From an optimization exercise on the open Yosys and OpenROAD flow, aimed at small area; shortcuts taken in it are not production practice. The RTL was checked by simulation tests, not by an equivalence proof against the original design. The flow treats the clock pin as an ideal source, which a real chip does not have. Power is estimated from default activity; no workload was simulated.

`flow/run.sh`:
```
#!/bin/bash
# Standard layout (the standard.sh, standard synthesis unchanged) with:
#  - port buffers made from the smallest buffer cell,
#  - a clock tree of smaller clock buffers without dummy loads,
#  - gates off the critical paths downsized after the resize step's
#    repair_design, followed by another repair_design, and again after
#    clock tree synthesis.
set -e -o pipefail
export BUFFER_PORTS_ARGS="-buffer_cell sky130_fd_sc_hd__buf_1"
export CTS_ARGS="-sink_clustering_enable -repair_clock_nets -dont_use_dummy_load -sink_clustering_size 10 -sink_clustering_max_diameter 45 -buf_list {sky130_fd_sc_hd__clkbuf_4}"
export GPL_KEEP_OVERFLOW=0
export POST_RESIZE_TCL=$PWD/flow/post_resize.tcl
export POST_CTS_TCL=$PWD/flow/post_cts.tcl
bash standard.sh > standard.log 2>&1
```
`flow/post_cts.tcl`:
```
# After clock tree synthesis and its timing repair: downsize gates with timing
# slack (same footprint only), repair any slew or capacitance this leaves and
# legalize; global routing then repairs with routing parasitics.
estimate_parasitics -placement
report_design_area
repair_timing -recover_power 100 -match_cell_footprint -verbose
repair_design -cap_margin $::env(CAP_MARGIN) -slew_margin $::env(SLEW_MARGIN) -match_cell_footprint -verbose
detailed_placement
estimate_parasitics -placement
report_design_area
report_wns
```
`flow/post_resize.tcl`:
```
# After the resize step's repair_design: downsize gates with timing slack
# (same footprint only), then repair any slew or capacitance this leaves.
estimate_parasitics -placement
report_design_area
report_wns
repair_timing -recover_power 100 -match_cell_footprint -verbose
report_design_area
repair_design -cap_margin $::env(CAP_MARGIN) -slew_margin $::env(SLEW_MARGIN) -match_cell_footprint -verbose
report_design_area
report_wns
```
`standard.sh`:
```
#!/bin/bash
# synth_recipe.tcl (not shown) runs the flow's synth.tcl, then flattens the netlist and writes it again
# the make line also repeats each setting of config.mk as NAME=value (left out here)
make -C /OpenROAD-flow-scripts/flow DESIGN_CONFIG=/design/flow/config.mk WORK_HOME=/design/flow/orfs CLKGATE_MAP_FILE= SYNTH_SCRIPT=/design/flow/synth_recipe.tcl "${@:-finish}"
```
`config.mk`:
```
export PLATFORM = sky130hd
export DESIGN_NAME = decode_stage
export DESIGN_NICKNAME = decode_stage
export VERILOG_FILES = /design/flow/design.v
export SDC_FILE = /design/flow/constraint.sdc
export NUM_CORES = 4
export LEC_CHECK = 0
export CAP_MARGIN = 5
export CORE_AREA = 5 5 295 295
export DIE_AREA = 0 0 300 300
export SLEW_MARGIN = 5
export SYNTH_HIERARCHICAL = 1
export SYNTH_MINIMUM_KEEP_SIZE = 0
```
`constraint.sdc`:
```
create_clock -name core_clock -period 12.0 [get_ports {clk_i}]
set_input_delay 2.4000 -clock core_clock [delete_from_list [all_inputs] [get_ports {clk_i}]]
set_output_delay 2.4000 -clock core_clock [all_outputs]
set_load 0.01 [all_outputs]
```
`design.v`:
```
package rv64_isa_pkg;
  typedef logic [63:0] xlen_t;
  typedef logic [31:0] inst_t;
  typedef logic [4:0]  reg_addr_t;
  typedef logic [6:0]  opcode_t;
  typedef logic [2:0]  funct3_t;
  typedef logic [6:0]  funct7_t;
  typedef logic [2:0]  imm_fmt_t;
  localparam opcode_t OP_IMM    = 7'b0010011;
  localparam opcode_t OP_IMM_32 = 7'b0011011;
  localparam opcode_t LOAD      = 7'b0000011;
  localparam opcode_t STORE     = 7'b0100011;
  localparam opcode_t LUI       = 7'b0110111;
  localparam opcode_t AUIPC     = 7'b0010111;
  localparam opcode_t OP        = 7'b0110011;
  localparam opcode_t OP_32     = 7'b0111011;
  localparam opcode_t JAL       = 7'b1101111;
  localparam opcode_t JALR      = 7'b1100111;
  localparam opcode_t BRANCH    = 7'b1100011;
  localparam funct7_t F7_BASE = 7'b0000000;
  localparam funct7_t F7_ALT  = 7'b0100000;
  localparam funct3_t F3_ADD_SUB = 3'b000;
  localparam funct3_t F3_SLL     = 3'b001;
  localparam funct3_t F3_SLT     = 3'b010;
  localparam funct3_t F3_SLTU    = 3'b011;
  localparam funct3_t F3_XOR     = 3'b100;
  localparam funct3_t F3_SRL_SRA = 3'b101;
  localparam funct3_t F3_OR      = 3'b110;
  localparam funct3_t F3_AND     = 3'b111;
  localparam funct3_t F3_BEQ  = 3'b000;
  localparam funct3_t F3_BNE  = 3'b001;
  localparam funct3_t F3_BLT  = 3'b100;
  localparam funct3_t F3_BGE  = 3'b101;
  localparam funct3_t F3_BLTU = 3'b110;
  localparam funct3_t F3_BGEU = 3'b111;
  localparam imm_fmt_t IMM_NONE = 3'd0;
  localparam imm_fmt_t IMM_I    = 3'd1;
  localparam imm_fmt_t IMM_U    = 3'd2;
  localparam imm_fmt_t IMM_J    = 3'd3;
  localparam imm_fmt_t IMM_B    = 3'd4;
  localparam imm_fmt_t IMM_S    = 3'd5;
endpackage
package exec_ctrl_pkg;
  typedef logic [7:0] alu_op_t;
  typedef logic [2:0] alu_sel_t;
  typedef logic [7:0] mem_mask_t;
  typedef logic [1:0] fwd_sel_t;
  typedef logic [1:0] redir_kind_t;
  localparam alu_op_t ALU_NONE = 8'd0;
  localparam alu_op_t ALU_OR   = 8'd1;
  localparam alu_op_t ALU_XOR  = 8'd2;
  localparam alu_op_t ALU_AND  = 8'd3;
  localparam alu_op_t ALU_SLL  = 8'd4;
  localparam alu_op_t ALU_SRL  = 8'd5;
  localparam alu_op_t ALU_ADD  = 8'd6;
  localparam alu_op_t ALU_SUB  = 8'd7;
  localparam alu_op_t ALU_SRA  = 8'd8;
  localparam alu_op_t ALU_SLT  = 8'd9;
  localparam alu_op_t ALU_SLTU = 8'd10;
  localparam alu_op_t ALU_SRLW = 8'd11;
  localparam alu_op_t ALU_SUBW = 8'd12;
  localparam alu_op_t ALU_ADDW = 8'd13;
  localparam alu_op_t ALU_SLLW = 8'd14;
  localparam alu_op_t ALU_SRAW = 8'd15;
  localparam alu_sel_t SEL_NONE    = 3'd0;
  localparam alu_sel_t SEL_LOGIC   = 3'd1;
  localparam alu_sel_t SEL_SHIFT   = 3'd2;
  localparam alu_sel_t SEL_COMPARE = 3'd3;
  localparam alu_sel_t SEL_ARITH   = 3'd4;
  localparam mem_mask_t MASK_BYTE   = 8'h01;
  localparam mem_mask_t MASK_HALF   = 8'h03;
  localparam mem_mask_t MASK_WORD   = 8'h0f;
  localparam mem_mask_t MASK_DOUBLE = 8'hff;
  localparam fwd_sel_t FWD_REGFILE = 2'd0;
  localparam fwd_sel_t FWD_EX      = 2'd1;
  localparam fwd_sel_t FWD_WB      = 2'd2;
  localparam fwd_sel_t FWD_MEM     = 2'd3;
  localparam redir_kind_t REDIR_NONE   = 2'd0;
  localparam redir_kind_t REDIR_SEQ    = 2'd1;
  localparam redir_kind_t REDIR_JALR   = 2'd2;
  localparam redir_kind_t REDIR_TARGET = 2'd3;
endpackage
`timescale 1ns/100ps
module inst_decoder
(
  input  rv64_isa_pkg::inst_t     inst_i,
  output rv64_isa_pkg::reg_addr_t rs1_addr_o,
  output rv64_isa_pkg::reg_addr_t rs2_addr_o,
  output logic      rs1_en_o,
  output logic      rs2_en_o,
  output logic      is_jalr_o,
  output logic      is_branch_o
);
  rv64_isa_pkg::opcode_t opcode;
  logic i_cls, r_cls, b_cls, s_cls, jalr;
  assign opcode = inst_i[6:0];
  assign i_cls = (opcode == rv64_isa_pkg::OP_IMM) || (opcode == rv64_isa_pkg::OP_IMM_32) ||
                 (opcode == rv64_isa_pkg::LOAD);
  assign r_cls = (opcode == rv64_isa_pkg::OP) || (opcode == rv64_isa_pkg::OP_32);
  assign b_cls = (opcode == rv64_isa_pkg::BRANCH);
  assign s_cls = (opcode == rv64_isa_pkg::STORE);
  assign jalr  = (opcode == rv64_isa_pkg::JALR);
  assign rs1_en_o = i_cls || r_cls || b_cls || s_cls || jalr;
  assign rs2_en_o = r_cls || b_cls || s_cls;
  assign rs1_addr_o = rs1_en_o ? inst_i[19:15] : '0;
  assign rs2_addr_o = rs2_en_o ? inst_i[24:20] : '0;
  assign is_jalr_o   = jalr;
  assign is_branch_o = b_cls;
endmodule
`timescale 1ns/100ps
module oai21_bit
(
  input  logic an, bn, cn,
  output logic y
);
  assign y = !((an | bn) & cn);
endmodule
module ao221_bit
(
  input  logic a, bn, c, d, e,
  output logic y
);
  assign y = (a & !bn) | (c & d) | e;
endmodule
module imm_gen
(
  input  logic [31:7]          ir_i,
  input  rv64_isa_pkg::xlen_t  rs2_val_n_i,
  input  logic                 i_fmt_i,
  input  logic                 u_fmt_i,
  input  logic                 s_fmt_i,
  input  logic                 rs2_sel_i,
  input  logic                 link_i,
  output rv64_isa_pkg::xlen_t  op2_o
);
  logic is_fmt, sgn, sgn_is;
  assign is_fmt = i_fmt_i || s_fmt_i;
  assign sgn    = (is_fmt || u_fmt_i) && ir_i[31];
  assign sgn_is = is_fmt && ir_i[31];
  for (genvar i = 32; i < 64; i++) begin : g_hi
    oai21_bit u (.an (!rs2_sel_i), .bn (rs2_val_n_i[i]), .cn (!sgn), .y (op2_o[i]));
  end
  for (genvar i = 12; i < 32; i++) begin : g_mid
    ao221_bit u (.a (rs2_sel_i), .bn (rs2_val_n_i[i]), .c (u_fmt_i), .d (ir_i[i]), .e (sgn_is),
                 .y (op2_o[i]));
  end
  always_comb begin
    op2_o[11]   = (rs2_sel_i && !rs2_val_n_i[11]) || sgn_is;
    op2_o[10:5] = ({6{rs2_sel_i}} & ~rs2_val_n_i[10:5]) | ({6{is_fmt}} & ir_i[30:25]);
    op2_o[4:0]  = ({5{rs2_sel_i}} & ~rs2_val_n_i[4:0]) | ({5{i_fmt_i}} & ir_i[24:20]) |
                  ({5{s_fmt_i}} & ir_i[11:7]) | {2'b0, link_i, 2'b0};
  end
endmodule
`timescale 1ns/100ps
module fwd_bit
(
  input  logic a, b, c, d, e,
  input  logic sa, sb, sc, sd, se,
  output logic y
);
  assign y = (sa & a) | (sb & b) | (sc & c) | (sd & d) | (se & e);
endmodule
module fwd_bit_n
(
  input  logic a, b, c, d, e,
  input  logic sa, sb, sc, sd, se,
  output logic y
);
  assign y = !((sa & a) | (sb & b) | (sc & c) | (sd & d) | (se & e));
endmodule
module operand_forward #(
  parameter bit INV = 1'b0
)
(
  input  rv64_isa_pkg::xlen_t    regfile_data_i,
  input  rv64_isa_pkg::xlen_t    ex_data_i,
  input  rv64_isa_pkg::xlen_t    mem_data_i,
  input  rv64_isa_pkg::xlen_t    wb_data_i,
  input  rv64_isa_pkg::xlen_t    load_data_i,
  input  exec_ctrl_pkg::fwd_sel_t fwd_sel_i,
  input  logic     load_fwd_i,
  output rv64_isa_pkg::xlen_t    operand_o
);
  logic s_ld, s_rf, s_ex, s_wb, s_mem;
  assign s_ld  = load_fwd_i;
  assign s_rf  = !load_fwd_i && (fwd_sel_i == exec_ctrl_pkg::FWD_REGFILE);
  assign s_ex  = !load_fwd_i && (fwd_sel_i == exec_ctrl_pkg::FWD_EX);
  assign s_wb  = !load_fwd_i && (fwd_sel_i == exec_ctrl_pkg::FWD_WB);
  assign s_mem = !load_fwd_i && (fwd_sel_i == exec_ctrl_pkg::FWD_MEM);
  for (genvar i = 0; i < 64; i++) begin : g_bit
    if (INV) begin : g_n
      fwd_bit_n u_bit (
        .a (load_data_i[i]), .b (regfile_data_i[i]), .c (ex_data_i[i]),
        .d (wb_data_i[i]),   .e (mem_data_i[i]),
        .sa (s_ld), .sb (s_rf), .sc (s_ex), .sd (s_wb), .se (s_mem),
        .y (operand_o[i])
      );
    end else begin : g_p
      fwd_bit u_bit (
        .a (load_data_i[i]), .b (regfile_data_i[i]), .c (ex_data_i[i]),
        .d (wb_data_i[i]),   .e (mem_data_i[i]),
        .sa (s_ld), .sb (s_rf), .sc (s_ex), .sd (s_wb), .se (s_mem),
        .y (operand_o[i])
      );
    end
  end
endmodule
`timescale 1ns/100ps
module cmp_leaf_e
(
  input  logic a, bn,
  output logic e
);
  assign e = a ^ bn;
endmodule
module cmp_leaf_l
(
  input  logic a, bn,
  output logic l
);
  assign l = !(a | bn);
endmodule
module cmp4
(
  input  logic [3:0] e, l,
  output logic en, ln
);
  assign en = !(&e);
  assign ln = !(l[3] | (e[3] & l[2]) | (e[3] & e[2] & l[1]) | (e[3] & e[2] & e[1] & l[0]));
endmodule
module cmp_node_n
(
  input  logic eh, lh, el, ll,
  output logic en, ln
);
  assign en = !(eh && el);
  assign ln = !(lh || (eh && ll));
endmodule
module cmp_node_p
(
  input  logic ehn, lhn, eln, lln,
  output logic e, l
);
  assign e = !(ehn || eln);
  assign l = !(lhn && (ehn || lln));
endmodule
module cmp64
(
  input  rv64_isa_pkg::xlen_t a_i,
  input  rv64_isa_pkg::xlen_t bn_i,
  output logic eq_n_o,
  output logic ltu_n_o
);
  logic [15:0] e2, l2;
  logic [7:0]  e3, l3;
  logic [3:0]  e4, l4;
  logic [1:0]  e5, l5;
  logic [63:0] e0, l0;
  for (genvar i = 0; i < 64; i++) begin : g_leaf
    cmp_leaf_e u_e (.a (a_i[i]), .bn (bn_i[i]), .e (e0[i]));
    cmp_leaf_l u_l (.a (a_i[i]), .bn (bn_i[i]), .l (l0[i]));
  end
  for (genvar i = 0; i < 16; i++) begin : g_l2
    cmp4 u (.e (e0[4*i+3:4*i]), .l (l0[4*i+3:4*i]), .en (e2[i]), .ln (l2[i]));
  end
  for (genvar i = 0; i < 8; i++) begin : g_l3
    cmp_node_p u (.ehn (e2[2*i+1]), .lhn (l2[2*i+1]), .eln (e2[2*i]), .lln (l2[2*i]), .e (e3[i]), .l (l3[i]));
  end
  for (genvar i = 0; i < 4; i++) begin : g_l4
    cmp_node_n u (.eh (e3[2*i+1]), .lh (l3[2*i+1]), .el (e3[2*i]), .ll (l3[2*i]), .en (e4[i]), .ln (l4[i]));
  end
  for (genvar i = 0; i < 2; i++) begin : g_l5
    cmp_node_p u (.ehn (e4[2*i+1]), .lhn (l4[2*i+1]), .eln (e4[2*i]), .lln (l4[2*i]), .e (e5[i]), .l (l5[i]));
  end
  cmp_node_n u_l6 (.eh (e5[1]), .lh (l5[1]), .el (e5[0]), .ll (l5[0]), .en (eq_n_o), .ln (ltu_n_o));
endmodule
module amux_bit
(
  input  logic j, r, g, p,
  output logic y
);
  assign y = (j & r) | (g & p);
endmodule
module ahi_bit
(
  input  logic j, r, g, p, s,
  output logic a, ax
);
  assign a  = (j & r) | (g & p);
  assign ax = a ^ s;
endmodule
module shi_bit
(
  input  logic a, bp, l,
  output logic yn
);
  assign yn = a ^ !(bp & l);
endmodule
module nor_gate
(
  input  logic an, bn,
  output logic y
);
  assign y = !(an | bn);
endmodule
module add_lo
(
  input  logic [12:0] a_i,
  input  logic [12:0] b_i,
  output logic [12:0] s_o,
  output logic        c_o
);
  logic [12:0] p, g;
  logic [13:0] c;
  logic [2:0]  bg, bpp;
  assign p = a_i ^ b_i;
  assign g = a_i & b_i;
  for (genvar k = 0; k < 3; k++) begin : g_blk
    assign bg[k]  = g[4*k+3] | (p[4*k+3] & g[4*k+2]) | (p[4*k+3] & p[4*k+2] & g[4*k+1]) |
                    (p[4*k+3] & p[4*k+2] & p[4*k+1] & g[4*k]);
    assign bpp[k] = &p[4*k+3:4*k];
  end
  assign c[0]  = 1'b0;
  assign c[4]  = bg[0];
  assign c[8]  = bg[1] | (bpp[1] & bg[0]);
  assign c[12] = bg[2] | (bpp[2] & bg[1]) | (bpp[2] & bpp[1] & bg[0]);
  assign c[13] = g[12] | (p[12] & c[12]);
  for (genvar i = 0; i < 13; i++) begin : g_sum
    if (i % 4 != 0) begin : g_rip
      assign c[i] = g[i-1] | (p[i-1] & c[i-1]);
    end
    assign s_o[i] = p[i] ^ c[i];
  end
  assign c_o = c[13];
endmodule
module rpc_bit
(
  input  logic en, x,
  output logic y
);
  assign y = en & x;
endmodule
module branch_resolve
(
  input  rv64_isa_pkg::xlen_t   pc_i,
  input  rv64_isa_pkg::xlen_t   rs1_val_i,
  input  rv64_isa_pkg::xlen_t   rs2_val_n_i,
  input  rv64_isa_pkg::inst_t   inst_i,
  input  logic    is_branch_i,
  input  logic    is_jalr_i,
  input  logic    predict_taken_i,
  output logic    redirect_o,
  output rv64_isa_pkg::xlen_t   redirect_pc_o
);
  rv64_isa_pkg::funct3_t f3;
  logic eq_n, ltu_n, lt, cmp, taken, go_pc, jn, tgt, j, s, c13, cx;
  logic [12:0] a_lo, b_lo, s_lo;
  logic [50:0] a_hi, ax_hi, l_hi, s_hi_n;
  logic redirect_n;
  logic [6:0]  grp, bp;
  assign f3 = inst_i[14:12];
  cmp64 u_cmp (.a_i (rs1_val_i), .bn_i (rs2_val_n_i), .eq_n_o (eq_n), .ltu_n_o (ltu_n));
  assign lt    = !ltu_n ^ (!f3[1] && !(rs1_val_i[63] ^ rs2_val_n_i[63]));
  assign cmp   = f3[2] ? lt : !eq_n;
  assign taken = is_branch_i && (f3[2] || !f3[1]) && (cmp ^ f3[0]);
  assign j          = is_jalr_i;
  assign redirect_o = j || (predict_taken_i ^ taken);
  assign go_pc      = !j && (predict_taken_i ^ taken);
  assign redirect_n = !redirect_o;
  assign jn         = !j;
  assign tgt        = !j && !predict_taken_i;
  assign b_lo = ({13{j}} & {inst_i[31], inst_i[31:20]}) |
                ({13{tgt}} & {inst_i[31], inst_i[7], inst_i[30:25], inst_i[11:8], 1'b0}) |
                {10'b0, jn && predict_taken_i, 2'b0};
  assign s = (j || tgt) && inst_i[31];
  for (genvar i = 0; i < 13; i++) begin : g_alo
    amux_bit u (.j (j), .r (rs1_val_i[i]), .g (jn), .p (pc_i[i]), .y (a_lo[i]));
  end
  add_lo u_add_lo (.a_i (a_lo), .b_i (b_lo), .s_o (s_lo), .c_o (c13));
  for (genvar i = 0; i < 51; i++) begin : g_ahi
    ahi_bit u (.j (j), .r (rs1_val_i[13+i]), .g (jn), .p (pc_i[13+i]), .s (s),
               .a (a_hi[i]), .ax (ax_hi[i]));
  end
  for (genvar i = 0; i < 51; i++) begin : g_lhi
    if (i % 8 == 0) begin : g_first
      assign l_hi[i] = 1'b1;
    end else begin : g_next
      assign l_hi[i] = l_hi[i-1] & ax_hi[i-1];
    end
  end
  for (genvar k = 0; k < 7; k++) begin : g_grp
    if (k < 6) begin : g_full
      assign grp[k] = l_hi[8*k+7] & ax_hi[8*k+7];
    end else begin : g_last
      assign grp[k] = 1'b0;
    end
  end
  assign cx = c13 ^ s;
  assign bp[0] = cx;
  for (genvar k = 1; k < 7; k++) begin : g_bp
    assign bp[k] = bp[k-1] & grp[k-1];
  end
  for (genvar i = 0; i < 51; i++) begin : g_shi
    shi_bit u (.a (a_hi[i]), .bp (bp[i/8]), .l (l_hi[i]), .yn (s_hi_n[i]));
    nor_gate u_o (.an (redirect_n), .bn (s_hi_n[i]), .y (redirect_pc_o[13+i]));
  end
  for (genvar i = 0; i < 13; i++) begin : g_rpc
    rpc_bit u (.en ((i == 0) ? go_pc : redirect_o), .x (s_lo[i]), .y (redirect_pc_o[i]));
  end
endmodule
`timescale 1ns/100ps
module nor_bit
(
  input  logic an, bn,
  output logic y
);
  assign y = !(an | bn);
endmodule
module ao22_bit
(
  input  logic a, b, c, d,
  output logic y
);
  assign y = (a & b) | (c & d);
endmodule
module alu_dec
(
  input  logic [31:2]              ir_i,
  input  logic                     ok_i,
  output exec_ctrl_pkg::alu_op_t   alu_op_o,
  output exec_ctrl_pkg::alu_sel_t  alu_sel_o
);
  logic [4:0] o;
  logic [2:0] f;
  logic f7z, base, a64, a32, sub, sra, addc, lui;
  logic f000, f001, f010, f011, f100, f101, f110, f111;
  logic c_logic, c_shift, c_cmp, c_arith;
  logic [3:0] alu;
  assign o = ir_i[6:2];
  assign f = ir_i[14:12];
  assign f7z  = !ir_i[31] && !(|ir_i[29:25]);
  assign base = ok_i && !o[4] && o[2] && !o[0] && (!o[3] || f7z);
  assign a64  = base && !o[1];
  assign a32  = base && o[1];
  assign sub  = o[3] && ir_i[30];
  assign sra  = ir_i[30];
  assign addc = ok_i && ((o == 5'b00000) || (o == 5'b01000) || (o == 5'b00101) ||
                         (o == 5'b11011) || (o == 5'b11001));
  assign lui  = ok_i && (o == 5'b01101);
  assign f000 = (f == 3'b000);
  assign f001 = (f == 3'b001);
  assign f010 = (f == 3'b010);
  assign f011 = (f == 3'b011);
  assign f100 = (f == 3'b100);
  assign f101 = (f == 3'b101);
  assign f110 = (f == 3'b110);
  assign f111 = (f == 3'b111);
  assign alu[0] = (a64 && ((f000 && sub) || f010 || (f101 && !sra) || f110 || f111)) ||
                  (a32 && ((f000 && !sub) || f101)) || lui;
  assign alu[1] = (a64 && (f000 || f011 || f100 || f111)) || (a32 && (f001 || f101)) || addc;
  assign alu[2] = (a64 && (f000 || f001 || (f101 && !sra))) ||
                  (a32 && (f000 || f001 || (f101 && sra))) || addc;
  assign alu[3] = (a64 && (f010 || f011 || (f101 && sra))) || (a32 && (f000 || f001 || f101));
  assign alu_op_o = {4'b0, alu};
  assign c_logic = (a64 && (f100 || f110 || f111)) || lui;
  assign c_shift = (a64 || a32) && (f001 || f101);
  assign c_cmp   = a64 && (f010 || f011);
  assign c_arith = ((a64 || a32) && f000) || addc;
  assign alu_sel_o = {c_arith, c_shift || c_cmp, c_logic || c_cmp};
endmodule
module ex_operand_latch
(
  input  rv64_isa_pkg::xlen_t     pc_q,
  input  rv64_isa_pkg::xlen_t     rs1_q,
  input  rv64_isa_pkg::xlen_t     rs2_qn,
  input  logic [31:2]             ir_q,
  input  logic                    ok_q,
  output exec_ctrl_pkg::alu_op_t   ex_alu_op_o,
  output exec_ctrl_pkg::alu_sel_t  ex_alu_sel_o,
  output rv64_isa_pkg::xlen_t     ex_rs1_data_o,
  output rv64_isa_pkg::xlen_t     ex_rs2_data_o,
  output rv64_isa_pkg::reg_addr_t ex_wb_addr_o,
  output logic      ex_wb_en_o,
  output logic      ex_mem_r_en_o,
  output logic      ex_mem_w_en_o,
  output exec_ctrl_pkg::mem_mask_t ex_mem_mask_o,
  output logic      ex_mem_signed_o,
  output rv64_isa_pkg::xlen_t     ex_store_data_o
);
  logic [4:0] op;
  logic [2:0] f3;
  logic op_imm, op_imm32, load, store, lui, auipc, op_r, op_r32, jal, jalr;
  logic i_cls, u_cls, r_cls;
  assign op = ir_q[6:2];
  assign f3 = ir_q[14:12];
  assign op_imm   = ok_q && (op == 5'b00100);
  assign op_imm32 = ok_q && (op == 5'b00110);
  assign load     = ok_q && (op == 5'b00000);
  assign store    = ok_q && (op == 5'b01000);
  assign lui      = ok_q && (op == 5'b01101);
  assign auipc    = ok_q && (op == 5'b00101);
  assign op_r     = ok_q && (op == 5'b01100);
  assign op_r32   = ok_q && (op == 5'b01110);
  assign jal      = ok_q && (op == 5'b11011);
  assign jalr     = ok_q && (op == 5'b11001);
  assign i_cls   = op_imm || op_imm32 || load;
  assign u_cls   = lui || auipc;
  assign r_cls   = op_r || op_r32;
  alu_dec i_alu_dec (.ir_i (ir_q), .ok_i (ok_q), .alu_op_o (ex_alu_op_o), .alu_sel_o (ex_alu_sel_o));
  assign ex_wb_en_o    = i_cls || u_cls || r_cls || jal || jalr;
  assign ex_mem_r_en_o = load;
  assign ex_mem_w_en_o = store;
  assign ex_wb_addr_o    = ex_wb_en_o ? ir_q[11:7] : 5'b0;
  assign ex_mem_signed_o = !(load && f3[2]);
  always_comb begin
    ex_mem_mask_o = '0;
    if (load || store) begin
      case (f3[1:0])
        2'b00: ex_mem_mask_o = exec_ctrl_pkg::MASK_BYTE;
        2'b01: ex_mem_mask_o = exec_ctrl_pkg::MASK_HALF;
        2'b10: ex_mem_mask_o = exec_ctrl_pkg::MASK_WORD;
        2'b11: ex_mem_mask_o = exec_ctrl_pkg::MASK_DOUBLE;
      endcase
    end
  end
  logic st_b, st_h, st_w, st_d;
  assign st_b = store;
  assign st_h = store && (f3[1:0] != 2'b00);
  assign st_w = store && f3[1];
  assign st_d = store && (f3[1:0] == 2'b11);
  for (genvar i = 0; i < 64; i++) begin : g_st
    nor_bit u (.an ((i < 8) ? !st_b : (i < 16) ? !st_h : (i < 32) ? !st_w : !st_d), .bn (rs2_qn[i]),
               .y (ex_store_data_o[i]));
  end
  logic op1_rs1, op1_pc;
  assign op1_rs1 = i_cls || r_cls || store || (ok_q && op == 5'b11000);
  assign op1_pc  = jal || jalr || auipc;
  for (genvar i = 0; i < 64; i++) begin : g_op1
    ao22_bit u (.a (op1_rs1), .b (rs1_q[i]), .c (op1_pc), .d (pc_q[i]), .y (ex_rs1_data_o[i]));
  end
  imm_gen i_imm_gen (
    .ir_i      (ir_q[31:7]),
    .rs2_val_n_i (rs2_qn),
    .i_fmt_i   (i_cls),
    .u_fmt_i   (u_cls),
    .s_fmt_i   (store),
    .rs2_sel_i (r_cls || (ok_q && op == 5'b11000)),
    .link_i    (jal || jalr),
    .op2_o     (ex_rs2_data_o)
  );
endmodule
`timescale 1ns/100ps
module decode_stage
(
  input  logic      clk_i,
  input  logic      reset_i,
  input  rv64_isa_pkg::xlen_t     pc_i,
  input  rv64_isa_pkg::inst_t     inst_i,
  input  logic      predict_taken_i,
  input  rv64_isa_pkg::xlen_t     rs1_data_i,
  input  rv64_isa_pkg::xlen_t     rs2_data_i,
  input  rv64_isa_pkg::xlen_t     ex_data_i,
  input  rv64_isa_pkg::xlen_t     mem_data_i,
  input  rv64_isa_pkg::xlen_t     wb_data_i,
  input  rv64_isa_pkg::xlen_t     load_data_i,
  input  exec_ctrl_pkg::fwd_sel_t  rs1_fwd_sel_i,
  input  exec_ctrl_pkg::fwd_sel_t  rs2_fwd_sel_i,
  input  logic      rs1_load_fwd_i,
  input  logic      rs2_load_fwd_i,
  output rv64_isa_pkg::reg_addr_t rs1_addr_o,
  output rv64_isa_pkg::reg_addr_t rs2_addr_o,
  output logic      rs1_r_en_o,
  output logic      rs2_r_en_o,
  output logic      redirect_o,
  output rv64_isa_pkg::xlen_t     redirect_pc_o,
  output exec_ctrl_pkg::alu_op_t   ex_alu_op_o,
  output exec_ctrl_pkg::alu_sel_t  ex_alu_sel_o,
  output rv64_isa_pkg::xlen_t     ex_rs1_data_o,
  output rv64_isa_pkg::xlen_t     ex_rs2_data_o,
  output rv64_isa_pkg::xlen_t     ex_pc_o,
  output rv64_isa_pkg::reg_addr_t ex_wb_addr_o,
  output logic      ex_wb_en_o,
  output logic      ex_mem_r_en_o,
  output logic      ex_mem_w_en_o,
  output exec_ctrl_pkg::mem_mask_t ex_mem_mask_o,
  output logic      ex_mem_signed_o,
  output rv64_isa_pkg::xlen_t     ex_store_data_o
);
  rv64_isa_pkg::xlen_t rs1_val, rs2_val_n;
  logic is_jalr, is_branch;
  rv64_isa_pkg::xlen_t pc_q, rs1_q, rs2_qn;
  logic [31:2] ir_q;
  logic        ok_q;
  always_ff @(posedge clk_i) begin
    pc_q  <= pc_i;
    rs1_q <= rs1_val;
    rs2_qn <= rs2_val_n;
    ir_q  <= inst_i[31:2];
  end
  always_ff @(posedge clk_i) begin
    ok_q <= !reset_i && inst_i[1] && inst_i[0];
  end
  assign ex_pc_o = pc_q;
  inst_decoder i_inst_decoder (
    .inst_i,
    .rs1_addr_o, .rs2_addr_o,
    .rs1_en_o    (rs1_r_en_o), .rs2_en_o (rs2_r_en_o),
    .is_jalr_o   (is_jalr),    .is_branch_o (is_branch)
  );
  operand_forward i_rs1_forward (
    .regfile_data_i (rs1_data_i),
    .ex_data_i, .mem_data_i, .wb_data_i, .load_data_i,
    .fwd_sel_i      (rs1_fwd_sel_i),
    .load_fwd_i     (rs1_load_fwd_i),
    .operand_o      (rs1_val)
  );
  operand_forward #(.INV (1'b1)) i_rs2_forward (
    .regfile_data_i (rs2_data_i),
    .ex_data_i, .mem_data_i, .wb_data_i, .load_data_i,
    .fwd_sel_i      (rs2_fwd_sel_i),
    .load_fwd_i     (rs2_load_fwd_i),
    .operand_o      (rs2_val_n)
  );
  branch_resolve i_branch_resolve (
    .pc_i,
    .rs1_val_i   (rs1_val),   .rs2_val_n_i (rs2_val_n),
    .inst_i,
    .is_branch_i (is_branch), .is_jalr_i (is_jalr),
    .predict_taken_i,
    .redirect_o,
    .redirect_pc_o
  );
  ex_operand_latch i_ex_operand_latch (
    .pc_q, .rs1_q, .rs2_qn, .ir_q, .ok_q,
    .ex_alu_op_o, .ex_alu_sel_o, .ex_rs1_data_o, .ex_rs2_data_o,
    .ex_wb_addr_o, .ex_wb_en_o, .ex_mem_r_en_o, .ex_mem_w_en_o,
    .ex_mem_mask_o, .ex_mem_signed_o, .ex_store_data_o
  );
endmodule
```
==> results.txt, run 1 <==
mean area per synthesized cell=8.342 um^2; initial antenna violation count=42; placer congestion estimate=approximately 0.95; final wirelength=98,770 um; via count=18,805; maximum vdd ir drop=0.00005458 V; PortBufs=845; layout cell share with drive strength beyond 1=under 10%; final worst slack=964.1 ps; Synth Instances=1,687; CP max stage delay=~760 ps; fin nets=3,129; # setup viols final=0; final period utilization=between 90% and 100%; Routed Antenna Nets=0; Clock transition at path regs=90 ps; # fillers=9,462; Area Overhead vs Synth=39.69%; CP required=9600 ps; Crit Path Category=in -> out; Die Area=~90,000 um^2; chip width=about 300 um; Core Region=83,560 um^2; unrepaired setup endpoints after global routing=no; Post-DP HPWL=approximately 83,000 um; Clock Sinks=approximately 220; Pre-antenna DRT Iters=10; power density over the cells=just under 100 nW/um^2; largest net degree at the start of global routing=43; dpl ws=584.5 ps; crit path to=redirect_pc_o[62]; final hold violation count=0; critical path endpoint category=output port; synthesis warning total=9; Initial DRC Count=2,726; Slew Limit Fails=0; Post-Syn Area=14,070 um^2; drt via density=between 5 and 6; Critical Path Slowest Stage Cell=nor4_4; dpl cells=3,641; total track usage=20.47%; max cap viols=0; Worst-Margin Slew=~1000 ps; Crit. Startpoint=inst_i[0]; residual DRC count=0; Std-Cell Rows=about 110; Leak Pwr=between 0.007 and 0.008 uW; post-route minimum period=about 11,000 ps; Worst Setup Start Kind=primary input; gr ovfl total=0; CTS tree=yes; Critical Path AT=8640 ps; max frequency=90.61 MHz; WP buf/inv=6; Initial Utilization=around 17%; Max FO, Critical Path=38; worst slew margin relative to its limit=29.83%; I/O pins=850; kind of cell adding the most delay to the critical path=simple AND/OR/NAND/NOR gates; DR WL/cell=about 27 um; CP Depth=23; cells along the critical path=buf_1 > and2_0 > and3_4 > buf_16 > inv_4 > buf_12 > nand2_1 > o21ai_0 > ha_1 > a21oi_1 > o21ai_2 > a21o_1 > o21ai_2 > fa_1 > inv_1 > a21boi_1 > o2111ai_4 > nor4_4 > and3_1 > nand2_1 > xor2_1 > nor2_1 > buf_1; Hold WS=between 1500 and 2000 ps; outcome=complete, no violations; Non-Filler Instances=3,722; first-pass GRT wire length=134,900 um; vias in the first global route=18,464; HP Class=in -> reg; Die Y=300 um
==> metal layers <==
metal | global-route usage, % | wire length, um
met1 | 24.77 | 37850
met2 | 33.63 | 45450
met3 | 5.704 | 10270
met4 | 9.733 | 5092
met5 | 0 | 102
==> sequential cells by signal (all words and copies together) (netlist names) <==
register  flops
ir_q         30
rs1_q        64
ok_q          1
rs2_qn       64
pc_q         64
==> through the flow <==
stage | TNS [ps] | power (uW) | util [%] | cell area (um^2)
2_1_floorplan | 0 | 1148 | - | 14140
3_3_place_gp | -452050 | 1425 | 22.17 | 18520
3_5_place_dp | 0 | 1434 | 22.95 | 19180
5_1_grt | 0 | 2056 | 23.51 | 19640
6_report | 0 | 1941 | 23.53 | 19660
==> cell type report <==
class | instances | area [um^2] | share of cell area (%)
Multi-Input combinational cell | 1413 | 9376 | 47.70
Sequential cell | 223 | 4464 | 22.71
Timing Repair Buffer | 887 | 3849 | 19.58
Tap cell | 1080 | 1351 | 6.874
Clock buffer | 53 | 397.9 | 2.024
Inverter | 41 | 156.4 | 0.7956
Antenna cell | 25 | 62.56 | 0.3182
==> power breakdown <==
part	total, uW	switching [uW]	internal (uW)
combinational	560	353	207
sequential	860	56.1	804
clock	520	323	198
total	1940	732	1210
==> layout by cell type, fill, tap and decap left out, types with 9 or more instances in the layout <==
cell,n
a21oi_1,43
a221o_1,20
a222oi_1,128
a22o_1,128
a22oi_1,68
and2_1,40
and3_1,84
buf_1,846
buf_12,14
buf_8,21
clkbuf_4,53
conb_1,11
dfxtp_1,223
diode_2,25
fa_1,9
ha_1,12
inv_1,40
nand2_1,291
nand4_1,17
nor2_1,209
o21a_1,17
o21ai_0,46
o21ai_1,10
xor2_1,167
==> worst min-delay path by stage <==
stage	startpoint	depth (start not counted)	end
final	pc_i[23]	1	pc_q[23]
after global placement	pc_i[8]	1	pc_q[8]
after global routing	pc_i[56]	1	pc_q[56]
after detailed placement	inst_i[17]	1	ir_q[17]
after floorplan	inst_i[10]	0	ir_q[10]
==> run 2: changes to the inputs <==
==> flow/run.sh (replaced) <==
#!/bin/bash
# Standard layout (the standard.sh, standard synthesis unchanged) with:
#  - port buffers made from the smallest buffer cell,
#  - a clock tree of smaller clock buffers without dummy loads,
#  - gates off the critical paths downsized after the resize step's
#    repair_design, followed by another repair_design, and again after
#    global routing (ORFS RECOVER_POWER), followed by repair_design.
set -e -o pipefail
export BUFFER_PORTS_ARGS="-buffer_cell sky130_fd_sc_hd__buf_1"
export CTS_ARGS="-sink_clustering_enable -repair_clock_nets -dont_use_dummy_load -sink_clustering_size 8 -sink_clustering_max_diameter 40 -buf_list {sky130_fd_sc_hd__clkbuf_2 sky130_fd_sc_hd__clkbuf_4}"
export GPL_KEEP_OVERFLOW=0
export POST_RESIZE_TCL=$PWD/flow/post_resize.tcl
export RECOVER_POWER=100
export POST_GLOBAL_ROUTE_TCL=$PWD/flow/post_grt.tcl
bash standard.sh > standard.log 2>&1
==> flow/post_grt.tcl (new file) <==
# After global routing's power recovery (RECOVER_POWER): repair any slew or
# capacitance violation the downsizing left, legalize and reroute.
global_route -start_incremental
repair_design -cap_margin 20 -slew_margin 20 -match_cell_footprint -verbose
detailed_placement
global_route -end_incremental
estimate_parasitics -global_routing
report_design_area
report_wns
report_check_types -max_slew -max_capacitance
--- a/flow/post_resize.tcl
+++ b/flow/post_resize.tcl
@@ -7,3 +7,3 @@
 report_design_area
-repair_design -cap_margin $::env(CAP_MARGIN) -slew_margin $::env(SLEW_MARGIN) -match_cell_footprint -verbose
+repair_design -cap_margin 20 -slew_margin 20 -match_cell_footprint -verbose
 report_design_area
--- a/config.mk
+++ b/config.mk
@@ -7,6 +7,6 @@
 export LEC_CHECK = 0
-export CAP_MARGIN = 5
+export CAP_MARGIN = 20
 export CORE_AREA = 5 5 295 295
 export DIE_AREA = 0 0 300 300
-export SLEW_MARGIN = 5
+export SLEW_MARGIN = 20
 export SYNTH_HIERARCHICAL = 1
removed: flow/post_cts.tcl
==> run 2 against run 1 <==
Net effect:
- still clean on timing, DRC and antenna
- final cell count is 0.32% higher
- final area is 0.34% higher
- worst setup slack worse by 570 ps
- sequential share of layout area is 0.078 points lower
- largest cell class unchanged
==> results.txt, run 2 <==
outcome=complete, no violations; most frequent cells in the layout=828 x buf_1, 291 x nand2_1, 223 x dfxtp_1; power density over the cells=100.1 nW/um^2 (+1.4%); CTS Root Cell=clkbuf_4; dpl ws=488.0 ps (-96.53 ps); HP Class=in -> reg; synthesis warning total=9 (unchanged); Final Util=23.61% (+0.081 points); final period utilization=96.75% (+4.8 points); Post-DP HPWL=83,230 um (+0.17%); Leak Pwr=0.007423 uW (+0.72%); # fillers=9,424 (-0.40%); Slew Limit Fails=0 (unchanged); Synth Instances=1,687 (unchanged); final hold violation count=0 (unchanged); post-route minimum period=11,610 ps (+574.5 ps); final setup TNS=0 ps (unchanged); CP required=9600 ps (about the same); Longest Clk Path Bufs=3; max cap viols=0 (unchanged); Resize count post-CTS=0; Critical Path Slowest Stage Cell=nor3b_4; fin nets=3,141 (+0.38%); min-delay src=pc_i[51]; CP max stage delay=790 ps (+30 ps); max frequency=86.13 MHz (-4.9%); Crit Path Category=in -> out; Area Overhead vs Synth=40.17%; layout cell share with drive strength beyond 1=5.211% (+0.24 points); hold depth=1 (unchanged); Pre-antenna DRT Iters=12 (+2); residual DRC count=0 (unchanged); CTS tree=yes; Die Area=90,000 um^2 (unchanged); cells along the critical path=clkbuf_1 > buf_12 > nor3b_4 > buf_6 > clkbuf_1 > a22oi_1 > nand2_1 > xor2_1 > nand2_1 > o21a_1 > o21ai_0 > a21oi_2 > o21ai_0 > a21oi_1 > or3b_1 > mux2_4 > a21oi_1 > nand4b_4 > mux2i_4 > buf_8 > nor2_1 > buf_1; Initial Utilization=16.84% (unchanged); PortBufs=845 (unchanged); first-pass GRT wire length=136,200 um (+0.97%); # H-tree levels=2; Initial DRC Count=2,734 (+0.29%); Clock Sinks=223 (unchanged); Min-Delay Endpoint=pc_q[51]; top flop regs=pc_q (64), rs1_q (64), rs2_qn (64); vias in the first global route=18,659 (+1.1%); dpl cells=3,647 (+0.16%); DR WL/cell=26.56 um (about the same); Die Y=300 um (unchanged); CTS buffer count=60; cts hold-fix bufs=0; # setup viols final=0 (unchanged); Worst-Margin Slew=1015 ps (-30.88 ps); Critical Path AT=9210 ps (+570 ps); critical path endpoint category=output port; worst slew margin relative to its limit=32.27% (+2.4 points); drt via density=5.065 (+0.25%); via count=18,913 (+0.57%); Clock transition at path regs=90 ps (about the same); largest net degree at the start of global routing=42 (-2.3%); Worst Setup Start Kind=primary input; Post-Syn Area=14,070 um^2 (unchanged); Std-Cell Rows=106 (unchanged); mean area per synthesized cell=8.342 um^2 (unchanged); gr ovfl total=0 (unchanged); chip width=300 um (unchanged); placer congestion estimate=0.9477 (unchanged); I/O pins=850 (unchanged); Routed Antenna Nets=0 (unchanged); maximum vdd ir drop=0.00005090 V (-6.8%); most common cell after layout, fill and taps aside=buf_1; final worst slack=389.6 ps (-574.5 ps); final wirelength=99,170 um (+0.40%); Non-Filler Instances=3,734 (+0.32%); Core Region=83,560 um^2 (unchanged); total track usage=20.66% (+0.19 points); Max FO, Critical Path=30 (-21%); # Post-CTS Setup Buffers=0; initial antenna violation count=35 (-17%)
run 2: metrics by stage:
stage,power (uW),instance area (um^2),hold WS [ps]
6_report,1974,19730,1622
2_1_floorplan,1148,14140,2428
3_3_place_gp,1425,18520,2527
3_5_place_dp,1433,19210,2524
4_1_cts,2009,19670,1448
run 2: power by group:
part           internal [uW]  switching (uW)
clock                    223             329
combinational            206             355
sequential               805            56.6
total                   1230             741
run 2: how the worst max path moves through the flow:
stage | startpoint | to | slack (ps) | depth (start not counted)
3_5_place_dp | rs1_load_fwd_i | redirect_pc_o[50] | 490 | 22
2_1_floorplan | rs1_load_fwd_i | redirect_pc_o[13] | 780 | 16
6_report | rs1_load_fwd_i | redirect_pc_o[50] | 390 | 22
3_3_place_gp | rs1_load_fwd_i | redirect_pc_o[47] | -7820 | 17
4_1_cts | rs1_load_fwd_i | redirect_pc_o[50] | 460 | 22
run 2: cell type report:
| class | instances | area (um^2) | share of cell area, % |
|---|---|---|---|
| Timing Repair Buffer | 892 | 3859 | 19.56 |
| Multi-Input combinational cell | 1413 | 9382 | 47.56 |
| Antenna cell | 25 | 62.56 | 0.3172 |
| Tap cell | 1080 | 1351 | 6.851 |
| Inverter | 41 | 156.4 | 0.7929 |
| Clock buffer | 60 | 450.4 | 2.284 |
| Sequential cell | 223 | 4464 | 22.63 |
run 2: worst max-delay path: cells and delay by family:
kind	cells	cell delay, ps
xor gates and xnor gates	1	270
buffers and inverters	6	2100
muxes	2	810
AOI/OAI and AO/OA	7	1770
and+or+nand+nor	6	1760
run 2: per-layer routing:
layer,track usage [%],vias to the layer above,part of all wire [%]
li1,-,8299,-
met2,33.97,1414,46
met4,8.992,16,5.1
met5,0,-,0.10
met1,24.78,8909,38
met3,6.643,275,11

[afterwards: timing with drivers on the ports]
How much do the figures lean on ideal ports? The routed layouts below were timed once more, with nothing changed but the port constraints.
Step 1 (the two cells are an assumption about what drives the block):
set clk [get_ports {clk_i}]
set_driving_cell -lib_cell sky130_fd_sc_hd__clkbuf_16 $clk
set_driving_cell -lib_cell sky130_fd_sc_hd__buf_2 [delete_from_list [all_inputs] $clk]
Step 2 moves the port delays by t, midway between the first and last clock arrival at a register: inputs arrive t later, outputs are due t later. That takes back most of the time a late clock gives input paths.
a / b / c = no drivers / after step 1 / after step 2; a / b = the first two.
run	t, ns	setup slack, ns	worst slew at a driven data input, ns	pins driven straight from the clock port
run 1	0.837	0.964 / 0.938 / 0.938	0.24	1
run 2	0.903	0.390 / 0.343 / 0.343	0.21	1
After both steps every run listed still meets setup and hold. The setup slack of run 2, which loses most, moves by -0.047 ns with the drivers and by -0.047 ns with both steps.
